From an optimization exercise on the open Yosys and OpenROAD flow, aimed at small area, a short achievable clock period and few clock cycles per item; shortcuts taken in it are not production practice.
In this exercise RTL edits were held to simulation tests only and were not proved equivalent to the original.

== middle ==
## fx_dot2_top
module fx_dot2_top (
    input  logic        clk,
    input  logic        rst_n,
    input  logic        mode,     
    input  logic        valid_in,
    output logic        ready_out,
    input  logic [15:0] a0,
    input  logic [15:0] b0,
    input  logic [15:0] a1,
    input  logic [15:0] b1,
    output logic        valid_out,
    input  logic        ready_in,
    output logic [15:0] result,
    output logic        sat
);
Size: ~1500 cells after synthesis, about 17000 µm² of cells after synthesis.
==> module fx_dot2_top, before the edit <==
module fx_dot2_top (
    input  logic        clk,
    input  logic        rst_n,
    input  logic        mode,     
    input  logic        valid_in,
    output logic        ready_out,
    input  logic [15:0] a0,
    input  logic [15:0] b0,
    input  logic [15:0] a1,
    input  logic [15:0] b1,
    output logic        valid_out,
    input  logic        ready_in,
    output logic [15:0] result,
    output logic        sat
);
    logic adv3, adv2, adv1, valid_x, valid_y;
    assign adv3      = !valid_out || ready_in;
    assign adv2      = adv3 || !valid_y;
    assign adv1      = adv2 || !valid_x;
    logic full_q;
    assign ready_out = ready_in || !full_q;
    always_ff @(posedge clk or negedge rst_n) begin
        if (!rst_n) begin
            valid_x   <= 1'b0;
            valid_y   <= 1'b0;
            valid_out <= 1'b0;
        end else begin
            if (adv1)
                valid_x <= valid_in;
            if (adv2)
                valid_y <= valid_x;
            if (adv3)
                valid_out <= valid_y;
        end
    end
    always_ff @(posedge clk or negedge rst_n) begin
        if (!rst_n)
            full_q <= 1'b0;
        else
            full_q <= (adv1 ? valid_in : valid_x) && (adv2 ? valid_x : valid_y) && (adv3 ? valid_y : valid_out);
    end
    logic [7:0]  bn0, bo0, bt0, bn1, bo1, bt1;
    fx_booth_enc lane0_enc_i (.b(b0), .bneg(bn0), .bone(bo0), .btwo(bt0));
    fx_booth_enc lane1_enc_i (.b(b1), .bneg(bn1), .bone(bo1), .btwo(bt1));
    logic [15:0] a0_q, a1_q;
    logic [7:0]  bn0_q, bo0_q, bt0_q, bn1_q, bo1_q, bt1_q;
    logic        mode_q;
    always_ff @(posedge clk) begin
        if (adv1) begin
            a0_q   <= a0;
            a1_q   <= a1;
            bn0_q  <= bn0;
            bo0_q  <= bo0;
            bt0_q  <= bt0;
            bn1_q  <= bn1 ^ {8{mode}};
            bo1_q  <= bo1;
            bt1_q  <= bt1;
            mode_q <= mode;
        end
    end
    logic [7:0]  rnd1;
    assign rnd1 = mode_q ? 8'h7f : 8'h80;
    logic [23:0] x0, y0, x1, y1;
    fx_mul lane0_mul_i (.a(a0_q), .bneg(bn0_q), .bone(bo0_q), .btwo(bt0_q), .rnd(8'h80), .x(x0), .y(y0));
    fx_mul lane1_mul_i (.a(a1_q), .bneg(bn1_q), .bone(bo1_q), .btwo(bt1_q), .rnd(rnd1), .x(x1), .y(y1));
    logic [4:0] lo0, lo1, hi0, hi1;
    assign lo0 = {1'b0, x0[3:0]} + {1'b0, y0[3:0]};
    assign lo1 = {1'b0, x1[3:0]} + {1'b0, y1[3:0]};
    assign hi0 = {1'b0, x0[7:4]} + {1'b0, y0[7:4]};
    assign hi1 = {1'b0, x1[7:4]} + {1'b0, y1[7:4]};
    logic [15:0] x0h_q, y0h_q, x1h_q, y1h_q;
    logic        c0l_q, c0g_q, c0p_q, c1l_q, c1g_q, c1p_q, mode_y;    
    always_ff @(posedge clk) begin
        if (adv2) begin
            x0h_q  <= x0[23:8];
            y0h_q  <= y0[23:8];
            x1h_q  <= x1[23:8];
            y1h_q  <= y1[23:8];
            c0l_q  <= lo0[4];
            c0g_q  <= hi0[4];
            c0p_q  <= &(x0[7:4] | y0[7:4]);
            c1l_q  <= lo1[4];
            c1g_q  <= hi1[4];
            c1p_q  <= &(x1[7:4] | y1[7:4]);
            mode_y <= mode_q;
        end
    end
    logic c0, c1;
    assign c0 = c0g_q || (c0p_q && c0l_q);
    assign c1 = c1g_q || (c1p_q && c1l_q);
    logic [15:0] sum;
    logic        s0, s1;
    fx_comb comb_i (.mode(mode_y), .x0h(x0h_q), .y0h(y0h_q), .c0(c0), .x1h(x1h_q), .y1h(y1h_q),
                    .c1(c1), .sum(sum), .s0(s0), .s1n(s1));
    logic [15:0] sum_q;
    logic        s0_q, s1_q;
    always_ff @(posedge clk) begin
        if (adv3) begin
            sum_q <= sum;
            s0_q  <= s0;
            s1_q  <= s1;
        end
    end
    fx_sum_sat sum_i (.sum(sum_q), .s0(s0_q), .s1(s1_q), .result(result), .sat(sat));
endmodule
export LEC_CHECK = 0
export CAP_MARGIN = 20
export CORE_MARGIN = 2
export CORE_UTILIZATION = 40
export SLEW_MARGIN = 20
create_clock -name core_clock -period 7.0 [get_ports {clk}]
standard.sh (not shown) runs the stock make flow with config.mk's settings and CLKGATE_MAP_FILE= SYNTH_SCRIPT=/design/flow/synth_recipe.tcl, a recipe that flattens the netlist after the stock synthesis.
==> flow/flow/run.sh <==
#!/bin/bash
# The standard layout with two changes:
#  - between synthesis and floorplan, fainv.py chooses the polarity of every full adder (and
#    of gates that have an inverting twin) so that fewer inverters sit between them; registers,
#    ports and the function are unchanged;
#  - every port still gets its buffer, but a buf_4 rather than the default pick.
# Each tool's output goes to its own log here.
set -euo pipefail
R="$PWD/orfs/results/$FLOW_PLATFORM/fx_dot2_top/base"
bash standard.sh "$R/1_2_yosys.v" > synth.log 2>&1
cp "$R/1_2_yosys.v" "$R/1_2_yosys.std.v"
python3 flow/fainv.py "$R/1_2_yosys.std.v" "$R/1_2_yosys.v" > fainv.log 2>&1
bash standard.sh finish "BUFFER_PORTS_ARGS=-buffer_cell sky130_fd_sc_hd__buf_4" > layout.log 2>&1
Other scripts of this flow, unchanged in this note and not shown: flow/flow/fainv.py
Testbench counts of middle, summed over its fixed seeds: cycles 4,144, items 4,096.
The inputs of east differ from those of middle as listed below.
==> flow/design.v, changed modules only <==
module fx_dot2_top (
    input  logic        clk,
    input  logic        rst_n,
    input  logic        mode,     
    input  logic        valid_in,
    output logic        ready_out,
    input  logic [15:0] a0,
    input  logic [15:0] b0,
    input  logic [15:0] a1,
    input  logic [15:0] b1,
    output logic        valid_out,
    input  logic        ready_in,
    output logic [15:0] result,
    output logic        sat
);
    logic adv3, adv2, adv1, valid_x, valid_y;
    assign adv3      = !valid_out || ready_in;
    assign adv2      = adv3 || !valid_y;
    assign adv1      = adv2 || !valid_x;
    assign ready_out = adv1;
    always_ff @(posedge clk or negedge rst_n) begin
        if (!rst_n) begin
            valid_x   <= 1'b0;
            valid_y   <= 1'b0;
            valid_out <= 1'b0;
        end else begin
            if (adv1)
                valid_x <= valid_in;
            if (adv2)
                valid_y <= valid_x;
            if (adv3)
                valid_out <= valid_y;
        end
    end
    logic [7:0]  bn0, bo0, bt0, bn1, bo1, bt1;
    fx_booth_enc lane0_enc_i (.b(b0), .bneg(bn0), .bone(bo0), .btwo(bt0));
    fx_booth_enc lane1_enc_i (.b(b1), .bneg(bn1), .bone(bo1), .btwo(bt1));
    logic [15:0] a0_q, a1_q;
    logic [7:0]  bn0_q, bo0_q, bt0_q, bn1_q, bo1_q, bt1_q;
    logic        mode_q;
    always_ff @(posedge clk) begin
        if (adv1) begin
            a0_q   <= a0;
            a1_q   <= a1;
            bn0_q  <= bn0;
            bo0_q  <= bo0;
            bt0_q  <= bt0;
            bn1_q  <= bn1 ^ {8{mode}};
            bo1_q  <= bo1;
            bt1_q  <= bt1;
            mode_q <= mode;
        end
    end
    logic [7:0]  rnd1;
    assign rnd1 = mode_q ? 8'h7f : 8'h80;
    logic [23:0] x0, y0, x1, y1;
    fx_mul lane0_mul_i (.a(a0_q), .bneg(bn0_q), .bone(bo0_q), .btwo(bt0_q), .rnd(8'h80), .x(x0), .y(y0));
    fx_mul lane1_mul_i (.a(a1_q), .bneg(bn1_q), .bone(bo1_q), .btwo(bt1_q), .rnd(rnd1), .x(x1), .y(y1));
    logic [8:0] lo0, lo1;
    assign lo0 = {1'b0, x0[7:0]} + {1'b0, y0[7:0]};
    assign lo1 = {1'b0, x1[7:0]} + {1'b0, y1[7:0]};
    logic [15:0] x0h_q, y0h_q, x1h_q, y1h_q;
    logic        c0_q, c1_q, mode_y;    
    always_ff @(posedge clk) begin
        if (adv2) begin
            x0h_q  <= x0[23:8];
            y0h_q  <= y0[23:8];
            x1h_q  <= x1[23:8];
            y1h_q  <= y1[23:8];
            c0_q   <= lo0[8];
            c1_q   <= lo1[8];
            mode_y <= mode_q;
        end
    end
    logic [15:0] sum;
    logic        s0, s1;
    fx_comb comb_i (.mode(mode_y), .x0h(x0h_q), .y0h(y0h_q), .c0(c0_q), .x1h(x1h_q), .y1h(y1h_q),
                    .c1(c1_q), .sum(sum), .s0(s0), .s1n(s1));
    logic [15:0] sum_q;
    logic        s0_q, s1_q;
    always_ff @(posedge clk) begin
        if (adv3) begin
            sum_q <= sum;
            s0_q  <= s0;
            s1_q  <= s1;
        end
    end
    fx_sum_sat sum_i (.sum(sum_q), .s0(s0_q), .s1(s1_q), .result(result), .sat(sat));
endmodule
Notes after the runs:
Of the two values seen for cell type of the slowest stage on the worst timing path, sky130_fd_sc_hd__fa_1 was produced by middle and sky130_fd_sc_hd__nand4b_1 by east. The lower gate count of the mapped netlist came out of east. Re via count: middle and east aren't equal, and the lower value belongs to east. Diff middle -> east: die height fell by 1.5 µm, sequential share of layout area decreased 0.33 points, die area down about 1.5%.
Testbench counts of east, summed over its fixed seeds: cycles 4,144, items 4,096.

fx_dot2_top, a different RTL version from the one above (not shown whole).
Size: ~1700 cells after synthesis, roughly 88 I/O pins.
==> module fx_dot2_top, before the edit <==
module fx_dot2_top (
    input  logic        clk,
    input  logic        rst_n,
    input  logic        mode,     
    input  logic        valid_in,
    output logic        ready_out,
    input  logic [15:0] a0,
    input  logic [15:0] b0,
    input  logic [15:0] a1,
    input  logic [15:0] b1,
    output logic        valid_out,
    input  logic        ready_in,
    output logic [15:0] result,
    output logic        sat
);
    logic adv, in_en, valid_x;
    assign adv       = !valid_out || ready_in;
    assign in_en     = adv || !valid_x;
    assign ready_out = in_en;
    always_ff @(posedge clk or negedge rst_n) begin
        if (!rst_n) begin
            valid_x   <= 1'b0;
            valid_out <= 1'b0;
        end else begin
            if (in_en)
                valid_x <= valid_in;
            if (adv)
                valid_out <= valid_x;
        end
    end
    logic [15:0] a0_q, b0_q, a1_q, b1_q;
    logic        mode_q;
    always_ff @(posedge clk) begin
        if (in_en) begin
            a0_q   <= a0;
            b0_q   <= b0;
            a1_q   <= a1;
            b1_q   <= b1;
            mode_q <= mode;
        end
    end
    logic [23:0] x0, y0, x1, y1;
    fx_mul lane0_mul_i (.a(a0_q), .b(b0_q), .x(x0), .y(y0));
    fx_mul lane1_mul_i (.a(a1_q), .b(b1_q), .x(x1), .y(y1));
    logic [15:0] u, v;
    logic        s0, s1;
    fx_comb comb_i (.mode(mode_q), .x0(x0), .y0(y0), .x1(x1), .y1(y1), .u(u), .v(v), .s0(s0), .s1(s1));
    logic [15:0] u_q, v_q;
    logic        s0_q, s1_q;
    always_ff @(posedge clk) begin
        if (adv) begin
            u_q  <= u;
            v_q  <= v;
            s0_q <= s0;
            s1_q <= s1;
        end
    end
    fx_sum_sat sum_i (.u(u_q), .v(v_q), .s0(s0_q), .s1(s1_q), .result(result), .sat(sat));
endmodule
clock: 7.0 ns
lec_check: 0
cap_margin: 20
core_margin: 2
core_utilization: 40
slew_margin: 20
run.sh (not shown) runs the stock make flow with config.mk's settings and CLKGATE_MAP_FILE= SYNTH_SCRIPT=/design/flow/synth_recipe.tcl, a recipe that flattens the netlist after the stock synthesis.
Stock flow here: none of the scripts above is used.
Testbench counts at the start, summed over its fixed seeds: cycles 4,128, items 4,096.
Rerun with:
--- a/flow/design.v
+++ b/flow/design.v
@@ -772,44 +772,27 @@
     input  logic [15:0] b1,
     output logic        valid_out,
     input  logic        ready_in,
     output logic [15:0] result,
     output logic        sat
 );
-    logic adv, in_en, valid_x;
+    logic adv;
     assign adv       = !valid_out || ready_in;
-    assign in_en     = adv || !valid_x;
-    assign ready_out = in_en;
+    assign ready_out = adv;
     always_ff @(posedge clk or negedge rst_n) begin
-        if (!rst_n) begin
-            valid_x   <= 1'b0;
+        if (!rst_n)
             valid_out <= 1'b0;
-        end else begin
-            if (in_en)
-                valid_x <= valid_in;
-            if (adv)
-                valid_out <= valid_x;
-        end
-    end
-    logic [15:0] a0_q, b0_q, a1_q, b1_q;
-    logic        mode_q;
-    always_ff @(posedge clk) begin
-        if (in_en) begin
-            a0_q   <= a0;
-            b0_q   <= b0;
-            a1_q   <= a1;
-            b1_q   <= b1;
-            mode_q <= mode;
-        end
+        else if (adv)
+            valid_out <= valid_in;
     end
     logic [23:0] x0, y0, x1, y1;
-    fx_mul lane0_mul_i (.a(a0_q), .b(b0_q), .x(x0), .y(y0));
-    fx_mul lane1_mul_i (.a(a1_q), .b(b1_q), .x(x1), .y(y1));
+    fx_mul lane0_mul_i (.a(a0), .b(b0), .x(x0), .y(y0));
+    fx_mul lane1_mul_i (.a(a1), .b(b1), .x(x1), .y(y1));
     logic [15:0] u, v;
     logic        s0, s1;
-    fx_comb comb_i (.mode(mode_q), .x0(x0), .y0(y0), .x1(x1), .y1(y1), .u(u), .v(v), .s0(s0), .s1(s1));
+    fx_comb comb_i (.mode(mode), .x0(x0), .y0(y0), .x1(x1), .y1(y1), .u(u), .v(v), .s0(s0), .s1(s1));
     logic [15:0] u_q, v_q;
     logic        s0_q, s1_q;
     always_ff @(posedge clk) begin
         if (adv) begin
             u_q  <= u;
             v_q  <= v;
Effect: The changed run completed with no timing, DRC or antenna violations; core utilization is higher by 0.95 points; setup slack degrades by 960 ps; clock-buffer cell count fell by 4; final area fell by 8.8%; first-iteration DRC count shrinks by 2.7%; final cell count went down by 2.6%; hold slack gets better by 350 ps; fmax is lower by 14%; die area decreases by 11%; non-clock buffer count rose by 75; wire length is higher by 1.8%.
Testbench counts after the change, summed over its fixed seeds: cycles 4,112, items 4,096.

re-timing with driven ports:
Ports are ideal in the flow. The routed layouts listed here were re-timed in OpenROAD.
Step 1 assumes that a clkbuf_16 drives the clock port and a buf_2 every other input.
Step 2 times the ports against the registers' clock, not the clock port: input delays grow and output delays shrink by t, the midpoint of the rising clock arrivals with the driver on.
Three values: ideal ports, drivers, drivers and shift; two values: the first two.
run | shift t [ns] | setup WS [ns] | hold slack, ns | worst register clock-pin slew, ns
middle | 0.502 | 3.416 / 3.416 / 3.416 | 0.499 / 0.499 / 0.499 | 0.07 / 0.07
east | 0.495 | 3.193 / 3.163 / 3.163 | 0.477 / 0.477 / 0.477 | 0.07 / 0.07
the first run of note 2 | 0.440 | 1.310 / 1.310 / 1.310 | 0.477 / 0.477 / 0.477 | 0.08 / 0.08
the second run of note 2 | 0.312 | 0.345 / 0.348 / 0.036 | 0.830 / 0.830 / 0.830 | 0.06 / 0.06
After both steps setup and hold are still met in every run listed. For the second run of note 2, which loses most, drivers alone change the setup slack by +0.003 ns; drivers and shift together by -0.309 ns.
